This design comes from an exercise in tuning for small area on the open sky130 flow, not from production work. In this exercise RTL edits were held to simulation tests only and were not proved equivalent to the original. Power figures rest on the tool's default switching activity, not on a simulated workload.

==> inputs of v28 <==
==> flow/design.v <==
`timescale 1ns/1ps
`default_nettype none
module vga_top (
    input  wire logic   pixelclk,
    input  wire logic   rst,
    output logic [2:0]  rgb,         
    output logic        hsync,
    output logic        vsync
);
    function automatic logic [10:0] add11(logic [10:0] a, logic [10:0] b, logic ci);
        logic c;
        c = ci;
        for (int i = 0; i < 11; i++) begin
            add11[i] = a[i] ^ b[i] ^ c;
            c = (a[i] & b[i]) | (a[i] & c) | (b[i] & c);
        end
    endfunction
    logic [10:0] xo;
    logic [9:0]  yo;
    wire [11:0] xinc = {1'b0, xo} + 12'd1;
    wire        line_end = (xo[9:0] == 10'h3ff) && !xo[10];     
    wire [10:0] yinc = {1'b0, yo} + {10'd0, line_end};
    always_ff @(posedge pixelclk) begin
        if (rst) begin
            xo <= 11'd1022;
            yo <= 10'd1023;
        end else begin
            xo <= xinc[10:0] | (xinc[11] ? 11'd720 : 11'd0);
            yo <= yinc[9:0]  | (yinc[10] ? 10'd218 : 10'd0);
        end
    end
    wire visible = xo[10];
    logic [10:0] xr0, xr1, xr2;
    logic [9:0]  yr0, yr1, yr2;
    logic        f2a, f2b, f1b;      
    logic [1:0]  ph;
    logic        ini;                
    logic [1:0]  sel;
    logic        fb;                 
    wire pass_win = (xo[10:2] == 9'd180);                     
    wire upd      = pass_win && !(xo[1] && xo[0]) && (yo == 10'd986);    
    wire ini_end  = pass_win && xo[1] && xo[0];
    logic [2:0] step;
    always_comb begin
        case (ph)
            2'd0:    step = 3'd2;
            2'd1:    step = 3'd3;
            default: step = 3'd4;
        endcase
    end
    wire [9:0] qx = xr0[9:0];
    wire [8:0] qy = yr0[8:0];
    wire [10:0] xadd = upd ? ({11{~xr0[10]}} ^ {8'd0, step}) : xo;
    wire [10:0] yadd = upd ? ({11{~yr0[9]}} ^ {8'd0, step}) : {1'b0, yo};
    wire        ycin = upd ? ~yr0[9] : !visible;
    wire        xcin = upd && ~xr0[10];
    logic [10:0] xinit;
    logic [9:0]  yinit;
    always_comb begin
        case (ph)
            2'd0:    begin xinit = {1'b0, 10'(-428)}; yinit = {1'b0, 9'd47};  end
            2'd1:    begin xinit = {1'b1, 10'd402};   yinit = {1'b1, 9'd442}; end
            default: begin xinit = {1'b0, 10'(-428)}; yinit = {1'b0, 9'd58};  end
        endcase
    end
    function automatic logic [5:0] span_w(logic [5:0] k);
        case (k)
            6'd0: span_w = 6'd49;
            6'd1: span_w = 6'd49;
            6'd2: span_w = 6'd49;
            6'd3: span_w = 6'd49;
            6'd4: span_w = 6'd49;
            6'd5: span_w = 6'd49;
            6'd6: span_w = 6'd49;
            6'd7: span_w = 6'd49;
            6'd8: span_w = 6'd49;
            6'd9: span_w = 6'd49;
            6'd10: span_w = 6'd48;
            6'd11: span_w = 6'd48;
            6'd12: span_w = 6'd48;
            6'd13: span_w = 6'd48;
            6'd14: span_w = 6'd47;
            6'd15: span_w = 6'd47;
            6'd16: span_w = 6'd47;
            6'd17: span_w = 6'd47;
            6'd18: span_w = 6'd46;
            6'd19: span_w = 6'd46;
            6'd20: span_w = 6'd45;
            6'd21: span_w = 6'd45;
            6'd22: span_w = 6'd44;
            6'd23: span_w = 6'd44;
            6'd24: span_w = 6'd43;
            6'd25: span_w = 6'd43;
            6'd26: span_w = 6'd42;
            6'd27: span_w = 6'd42;
            6'd28: span_w = 6'd41;
            6'd29: span_w = 6'd40;
            6'd30: span_w = 6'd39;
            6'd31: span_w = 6'd39;
            6'd32: span_w = 6'd38;
            6'd33: span_w = 6'd37;
            6'd34: span_w = 6'd36;
            6'd35: span_w = 6'd35;
            6'd36: span_w = 6'd34;
            6'd37: span_w = 6'd33;
            6'd38: span_w = 6'd32;
            6'd39: span_w = 6'd31;
            6'd40: span_w = 6'd29;
            6'd41: span_w = 6'd28;
            6'd42: span_w = 6'd27;
            6'd43: span_w = 6'd25;
            6'd44: span_w = 6'd23;
            6'd45: span_w = 6'd21;
            6'd46: span_w = 6'd19;
            6'd47: span_w = 6'd17;
            6'd48: span_w = 6'd13;
            6'd49: span_w = 6'd9;
            6'd50: span_w = 6'd9;
            6'd51: span_w = 6'd9;
            6'd52: span_w = 6'd9;
            6'd53: span_w = 6'd9;
            6'd54: span_w = 6'd9;
            6'd55: span_w = 6'd9;
            6'd56: span_w = 6'd9;
            6'd57: span_w = 6'd9;
            6'd58: span_w = 6'd9;
            6'd59: span_w = 6'd9;
            6'd60: span_w = 6'd9;
            6'd61: span_w = 6'd9;
            6'd62: span_w = 6'd9;
            6'd63: span_w = 6'd9;
            default: span_w = 6'd0;
        endcase
    endfunction
    wire [10:0] dsum = add11(yadd, {2'b0, qy}, ycin);
    wire [8:0]  nqy  = dsum[8:0];
    wire        bncy = yr0[9] ? (nqy > 9'd481) : (nqy < 9'd34);
    wire [5:0]  kabs = dsum[6] ? dsum[5:0] : 6'(7'd64 - {1'b0, dsum[5:0]});
    wire        dok  = (dsum[10:7] == 4'b0111) && (dsum[6] || dsum[5:0] != 6'd0) && (kabs < 6'd50);
    wire [5:0]  w    = span_w(kabs);
    wire [10:0] xsum = add11(xadd, {qx[9], qx}, xcin);
    wire [9:0]  nqx  = xsum[9:0];
    wire [9:0]  nqo  = {~nqx[9], nqx[8:0]};       
    wire        bncx = xr0[10] ? (nqo > 10'd974) : (nqo < 10'd60);
    wire        xok  = (xsum[10:6] == 5'b10111) || (xsum[10:6] == 5'b11000);
    wire [6:0]  v    = {xsum[10:6] == 5'b11000, xsum[5:0]};      
    wire [5:0]  c = xsum[5:0] ^ {6{~v[6]}};
    wire [10:0] e = add11({5'd0, w}, {5'd0, ~c}, v[6]);
    wire e64 = e[6];
    wire e65 = e[6] && (e[5:0] != 6'd0);
    wire e66 = e[6] && (e[5:1] != 5'd0);
    wire e63 = e[6] || (e[5:0] == 6'h3f);
    wire e62 = e[6] || (e[5:1] == 5'h1f);
    wire hok = dok && xok;
    wire h0  = hok && e64;
    wire h1  = hok && (v[6] ? e65 : e63);
    wire h2  = hok && (v[6] ? e66 : e62);
    always_ff @(posedge pixelclk) begin
        xr0 <= xr1;  xr1 <= xr2;
        yr0 <= yr1;  yr1 <= yr2;
        f2a <= h1;   f2b <= h2;  f1b <= f2b;
        if (ini) begin
            xr2 <= xinit;
            yr2 <= yinit;
        end else if (upd) begin
            xr2 <= {xr0[10] ^ bncx, nqx};
            yr2 <= {yr0[9] ^ bncy, nqy};
        end else begin
            xr2 <= xr0;
            yr2 <= yr0;
        end
        if (rst) begin
            ph  <= 2'd0;
            ini <= 1'b1;
            sel <= 2'd3;
            fb  <= 1'b0;
        end else begin
            ph  <= (ph == 2'd2) ? 2'd0 : ph + 2'd1;
            if (ini_end)
                ini <= 1'b0;
            fb  <= upd && (fb || bncx || bncy);
            if (upd && (bncx || bncy) && (!fb || ph > sel))
                sel <= ph;
        end
    end
    logic b0, b1, b2;
    always_comb begin
        case (ph)
            2'd0:    begin b0 = h0;  b1 = f1b; b2 = f2a; end
            2'd1:    begin b0 = f2a; b1 = h0;  b2 = f1b; end
            default: begin b0 = f1b; b1 = f2a; b2 = h0;  end
        endcase
    end
    wire in_frame = visible && (yo >= 10'd418) && (yo < 10'd986);
    wire in_band  = (yo < 10'd428) || (yo >= 10'd976) || (xo < 11'd1034) || (xo >= 11'd2038);
    always_comb begin
        rgb = 3'b000;
        if (in_frame) begin
            if (b0)           rgb = 3'b100;
            else if (b1)      rgb = 3'b010;
            else if (b2)      rgb = 3'b001;
            else if (in_band) rgb = (sel == 2'd0) ? 3'b100 : (sel == 2'd1) ? 3'b010 :
                                    (sel == 2'd2) ? 3'b001 : 3'b111;
        end
    end
    assign hsync = !(xo >= 11'd744 && xo < 11'd880);
    assign vsync = !(yo >= 10'd988 && yo < 10'd994);
endmodule
`default_nettype wire
==> flow/run.sh <==
#!/bin/bash
# synth_recipe.tcl (not shown) runs the flow's synth.tcl, then flattens the netlist and writes it again
# the make line also repeats each setting of config.mk as NAME=value (left out here)
make -C /OpenROAD-flow-scripts/flow DESIGN_CONFIG=/design/flow/config.mk WORK_HOME=/design/flow/orfs CLKGATE_MAP_FILE= SYNTH_SCRIPT=/design/flow/synth_recipe.tcl finish
==> flow/config.mk <==
export PLATFORM = sky130hd
export DESIGN_NAME = vga_top
export DESIGN_NICKNAME = vga_top
export VERILOG_FILES = /design/flow/design.v
export SDC_FILE = /design/flow/constraint.sdc
export NUM_CORES = 4
export LEC_CHECK = 0
export CAP_MARGIN = 20
export CORE_MARGIN = 2
export CORE_UTILIZATION = 40
export SLEW_MARGIN = 20
==> flow/constraint.sdc <==
create_clock -name core_clock -period 15.0 [get_ports {pixelclk}]
set_input_delay 3.0000 -clock core_clock [delete_from_list [all_inputs] [get_ports {pixelclk}]]
set_output_delay 3.0000 -clock core_clock [all_outputs]
set_load 0.01 [all_outputs]
==> inputs of v16, as changes to v28 <==
==> flow/flow/run.sh (new file) <==
#!/bin/bash
# Layout flow: the standard synthesis, then the combinational logic is
# re-mapped for area (flip-flops untouched), then the standard ORFS steps with
#  - CTS: clkbuf_8 buffers, larger sink clusters, no dummy loads
#  - power recovery (downsizing of non-critical gates) after global routing
#  - the smallest buffer on the ports
# Each tool's output goes to a log file in this folder.
set -euo pipefail
cat >> config.mk <<'EOF'
export CTS_ARGS = -sink_clustering_enable -repair_clock_nets -dont_use_dummy_load -sink_clustering_size 24 -buf_list sky130_fd_sc_hd__clkbuf_8
export RECOVER_POWER = 100
export BUFFER_PORTS_ARGS = -buffer_cell sky130_fd_sc_hd__buf_1
EOF
bash standard.sh synth > synth.log 2>&1
R=orfs/results/sky130hd/vga_top/base
cp $R/1_2_yosys.v std_1_2_yosys.v
export LIBFILE=$FLOW_HOME/platforms/sky130hd/lib/sky130_fd_sc_hd__tt_025C_1v80.lib
export FFCELLS=flow/ffcells.txt
export IN_V=std_1_2_yosys.v
export OUT_V=$R/1_2_yosys.v
export DONT_USE_ARGS="$(sed -n '/DONT_USE_CELLS/,/^$/p' $FLOW_HOME/platforms/sky130hd/config.mk | grep -o 'sky130_fd_sc_hd__[a-z0-9_]*' | sed 's/^/-dont_use /' | tr '\n' ' ')"
yosys -c flow/reabc.tcl > reabc.log 2>&1
rm -f $R/1_synth.odb $R/1_synth.sdc
bash standard.sh > finish.log 2>&1
==> flow/flow/ffcells.txt (new file) <==
sky130_fd_sc_hd__dfbbn_1 sky130_fd_sc_hd__dfbbn_2 sky130_fd_sc_hd__dfbbp_1 sky130_fd_sc_hd__dfrbp_1 sky130_fd_sc_hd__dfrbp_2 sky130_fd_sc_hd__dfrtn_1 sky130_fd_sc_hd__dfrtp_1 sky130_fd_sc_hd__dfrtp_2 sky130_fd_sc_hd__dfrtp_4 sky130_fd_sc_hd__dfsbp_1 sky130_fd_sc_hd__dfsbp_2 sky130_fd_sc_hd__dfstp_1 sky130_fd_sc_hd__dfstp_2 sky130_fd_sc_hd__dfstp_4 sky130_fd_sc_hd__dfxbp_1 sky130_fd_sc_hd__dfxbp_2 sky130_fd_sc_hd__dfxtp_1 sky130_fd_sc_hd__dfxtp_2 sky130_fd_sc_hd__dfxtp_4 sky130_fd_sc_hd__dlclkp_1 sky130_fd_sc_hd__dlclkp_2 sky130_fd_sc_hd__dlclkp_4 sky130_fd_sc_hd__dlrbn_1 sky130_fd_sc_hd__dlrbn_2 sky130_fd_sc_hd__dlrbp_1 sky130_fd_sc_hd__dlrbp_2 sky130_fd_sc_hd__dlrtn_1 sky130_fd_sc_hd__dlrtn_2 sky130_fd_sc_hd__dlrtn_4 sky130_fd_sc_hd__dlrtp_1 sky130_fd_sc_hd__dlrtp_2 sky130_fd_sc_hd__dlrtp_4 sky130_fd_sc_hd__dlxbn_1 sky130_fd_sc_hd__dlxbn_2 sky130_fd_sc_hd__dlxbp_1 sky130_fd_sc_hd__dlxtn_1 sky130_fd_sc_hd__dlxtn_2 sky130_fd_sc_hd__dlxtn_4 sky130_fd_sc_hd__dlxtp_1 sky130_fd_sc_hd__dlygate4sd1_1 sky130_fd_sc_hd__dlygate4sd2_1 sky130_fd_sc_hd__dlygate4sd3_1 sky130_fd_sc_hd__dlymetal6s2s_1 sky130_fd_sc_hd__dlymetal6s4s_1 sky130_fd_sc_hd__dlymetal6s6s_1 sky130_fd_sc_hd__edfxbp_1 sky130_fd_sc_hd__edfxtp_1 sky130_fd_sc_hd__lpflow_inputisolatch_1 sky130_fd_sc_hd__sdfbbn_1 sky130_fd_sc_hd__sdfbbn_2 sky130_fd_sc_hd__sdfbbp_1 sky130_fd_sc_hd__sdfrbp_1 sky130_fd_sc_hd__sdfrbp_2 sky130_fd_sc_hd__sdfrtn_1 sky130_fd_sc_hd__sdfrtp_1 sky130_fd_sc_hd__sdfrtp_2 sky130_fd_sc_hd__sdfrtp_4 sky130_fd_sc_hd__sdfsbp_1 sky130_fd_sc_hd__sdfsbp_2 sky130_fd_sc_hd__sdfstp_1 sky130_fd_sc_hd__sdfstp_2 sky130_fd_sc_hd__sdfstp_4 sky130_fd_sc_hd__sdfxbp_1 sky130_fd_sc_hd__sdfxbp_2 sky130_fd_sc_hd__sdfxtp_1 sky130_fd_sc_hd__sdfxtp_2 sky130_fd_sc_hd__sdfxtp_4 sky130_fd_sc_hd__sdlclkp_1 sky130_fd_sc_hd__sdlclkp_2 sky130_fd_sc_hd__sdlclkp_4 sky130_fd_sc_hd__sedfxbp_1 sky130_fd_sc_hd__sedfxbp_2 sky130_fd_sc_hd__sedfxtp_1 sky130_fd_sc_hd__sedfxtp_2 sky130_fd_sc_hd__sedfxtp_4
==> flow/flow/reabc.tcl (new file) <==
# Re-map the combinational logic of the standard synthesis netlist with ABC's
# default liberty flow (which comes out smaller than ORFS's delay-oriented
# script at this relaxed clock). Flip-flop instances, their names and cell
# types are kept exactly as the standard synthesis made them.
yosys -import
set lib $::env(LIBFILE)
read_liberty -ignore_miss_func $lib
foreach c [split [string trim [exec cat $::env(FFCELLS)]]] { blackbox $c }
read_verilog $::env(IN_V)
hierarchy -top vga_top
flatten
opt_clean -purge
techmap
opt -purge
abc -liberty $lib {*}$::env(DONT_USE_ARGS)
opt_clean -purge
hilomap -singleton -hicell sky130_fd_sc_hd__conb_1 HI -locell sky130_fd_sc_hd__conb_1 LO
splitnets
opt_clean -purge
insbuf -buf sky130_fd_sc_hd__buf_4 A X
stat -liberty $lib
write_verilog -noattr -nohex -nodec -selected $::env(OUT_V)
==> flow/standard.sh (new file) <==
#!/bin/bash
# synth_recipe.tcl (not shown) runs the flow's synth.tcl, then flattens the netlist and writes it again
# the make line also repeats each setting of config.mk as NAME=value (left out here)
make -C /OpenROAD-flow-scripts/flow DESIGN_CONFIG=/design/flow/config.mk WORK_HOME=/design/flow/orfs CLKGATE_MAP_FILE= SYNTH_SCRIPT=/design/flow/synth_recipe.tcl "${@:-finish}"
--- a/flow/config.mk
+++ b/flow/config.mk
@@ -9,3 +9,6 @@
 export CORE_MARGIN = 2
 export CORE_UTILIZATION = 40
 export SLEW_MARGIN = 20
+export CTS_ARGS = -sink_clustering_enable -repair_clock_nets -dont_use_dummy_load -sink_clustering_size 24 -buf_list sky130_fd_sc_hd__clkbuf_8
+export RECOVER_POWER = 100
+export BUFFER_PORTS_ARGS = -buffer_cell sky130_fd_sc_hd__buf_1
removed: flow/run.sh
==> inputs of v37, as changes to v28 <==
--- a/flow/config.mk
+++ b/flow/config.mk
@@ -8,4 +8,6 @@
 export CAP_MARGIN = 20
 export CORE_MARGIN = 2
 export CORE_UTILIZATION = 40
+export CTS_BUF_LIST = sky130_fd_sc_hd__clkbuf_8
+export CTS_CLUSTER_SIZE = 20
 export SLEW_MARGIN = 20
==> inputs of v25, as changes to v28 <==
==> flow/flow/run.sh (new file) <==
#!/bin/bash
# Standard ORFS layout (the standard.sh, standard synthesis unchanged) with:
#  - CTS: clkbuf_8 leaf buffers, larger sink clusters, no dummy loads
#  - power recovery (downsizing of non-critical gates) after global routing
#  - the smallest buffer on the ports
set -euo pipefail
cat >> config.mk <<'EOF'
export CTS_ARGS = -sink_clustering_enable -repair_clock_nets -dont_use_dummy_load -sink_clustering_size 24 -buf_list sky130_fd_sc_hd__clkbuf_8
export RECOVER_POWER = 100
export BUFFER_PORTS_ARGS = -buffer_cell sky130_fd_sc_hd__buf_1
EOF
bash standard.sh > standard.log 2>&1
==> flow/standard.sh (new file) <==
#!/bin/bash
# synth_recipe.tcl (not shown) runs the flow's synth.tcl, then flattens the netlist and writes it again
# the make line also repeats each setting of config.mk as NAME=value (left out here)
make -C /OpenROAD-flow-scripts/flow DESIGN_CONFIG=/design/flow/config.mk WORK_HOME=/design/flow/orfs CLKGATE_MAP_FILE= SYNTH_SCRIPT=/design/flow/synth_recipe.tcl "${@:-finish}"
--- a/flow/config.mk
+++ b/flow/config.mk
@@ -9,3 +9,6 @@
 export CORE_MARGIN = 2
 export CORE_UTILIZATION = 40
 export SLEW_MARGIN = 20
+export CTS_ARGS = -sink_clustering_enable -repair_clock_nets -dont_use_dummy_load -sink_clustering_size 24 -buf_list sky130_fd_sc_hd__clkbuf_8
+export RECOVER_POWER = 100
+export BUFFER_PORTS_ARGS = -buffer_cell sky130_fd_sc_hd__buf_1
removed: flow/run.sh
==> qor.txt <==
====================================================================
Outcome ............................................... finished clean
Final Hold Slack ......................................       327 ps
Global routing usage summed across all routing layers .        17.3%
Routed wire length ....................................      10.5 mm
Maximum fanout count along the critical path ..........           37
Static leakage power ..................................   0.00209 uW
Register bit total from synthesis .....................           93
Largest cells by area after synthesis ................. dfxtp_1 (38%), fa_1 (9.9%), ha_1 (5.9%), nand2_1 (5.0%), nor2_1 (3.1%)
Synthesis-to-layout area growth .......................        6.99%
Pin count of the biggest net entering global routing ..           38
Slowest cell on crit path .............................        or2_2
Distinct cell type count of the synthesized netlist ...           65
Max-Slew Margin vs Limit ..............................        30.8%
Share of total power consumed by net switching ........        41.0%
====================================================================
the above is filed under v37

==> qor.txt <==
====================================================================
Outcome ............................................... finished clean
Final Hold Slack ......................................       327 ps
Global routing usage summed across all routing layers .        17.4%
Share of total power consumed by net switching ........        41.0%
Synthesis-to-layout area growth .......................        4.39%
Register bit total from synthesis .....................           93
Global routing's busiest layer ........................         met2
Largest cells by area after synthesis ................. dfxtp_1 (38%), fa_1 (9.9%), ha_1 (5.9%), nand2_1 (5.0%), nor2_1 (3.1%)
Distinct cell type count of the synthesized netlist ...           65
Slowest cell on crit path .............................     clkbuf_1
Static leakage power ..................................   0.00202 uW
Pin count of the biggest net entering global routing ..           38
Routed wire length ....................................      10.5 mm
Maximum fanout count along the critical path ..........           24
====================================================================
the above is filed under v25

==> qor.txt <==
==================================================================================
Pin count of the biggest net entering global routing ................           21
Fraction of area in registers .......................................        37.6%
Core area ...........................................................  11300 sq um
Share of final-layout standard cells stronger than drive strength 1 .        2.14%
Global routing usage summed across all routing layers ...............        19.7%
Power attributed to combinational cells .............................       285 uW
Static leakage power ................................................   0.00185 uW
Maximum fanout count along the critical path ........................           13
Outcome ............................................................. finished clean
Final Hold Slack ....................................................       324 ps
Slowest cell on crit path ...........................................     o311ai_0
Share of total power consumed by net switching ......................        38.9%
Synthesis-to-layout area growth .....................................        7.55%
Final cell area excluding filler cells ..............................   4960 sq um
Max-Slew Margin vs Limit ............................................        37.3%
Fin. max-slew vios ..................................................            0
==================================================================================
the above is filed under v16

==> qor.txt <==
====================================================================
Static leakage power ..................................   0.00213 uW
Slowest cell on crit path .............................        or2_2
Max-Slew Margin vs Limit ..............................        31.2%
Routed wire length ....................................      10.5 mm
Number of clock-tree buffers in the layout ............            9
Synthesis-to-layout area growth .......................        9.08%
Pin count of the biggest net entering global routing ..           38
Global routing usage summed across all routing layers .        17.4%
Final Hold Slack ......................................       326 ps
Share of total power consumed by net switching ........        39.1%
Distinct cell type count of the synthesized netlist ...           65
Clock buffer and inverter area fraction after layout ..        5.89%
Outcome ............................................... finished clean
Register bit total from synthesis .....................           93
====================================================================
the above is filed under v28

[separate check: timing with driven ports]
How much do the figures lean on ideal ports? The routed layouts below were timed once more, with nothing changed but the port constraints. Step 1 sets driving cells, clkbuf_16 on the clock port and buf_2 on the other inputs (assumed; they add their load-dependent delay and slew). Step 2 also shifts input and output timing later by t, the mid clock arrival at the registers, as if the neighbouring blocks saw the same clock. a / b / c = no drivers / after step 1 / after step 2; a / b = the first two.
run | t, ns | setup WS [ns] | slew at the worst register clock pin (ns) | worst data-port slew with drivers (ns)
v28 | 0.378 | 1.810 / 1.773 / 2.151 | 0.07 / 0.07 | 0.03
v16 | 0.393 | 4.350 / 4.319 / 4.711 | 0.08 / 0.08 | 0.03
v37 | 0.396 | 1.801 / 1.768 / 2.164 | 0.10 / 0.10 | 0.03
v25 | 0.385 | 1.861 / 1.830 / 2.215 | 0.09 / 0.09 | 0.03
After both steps every run listed still meets setup and hold.
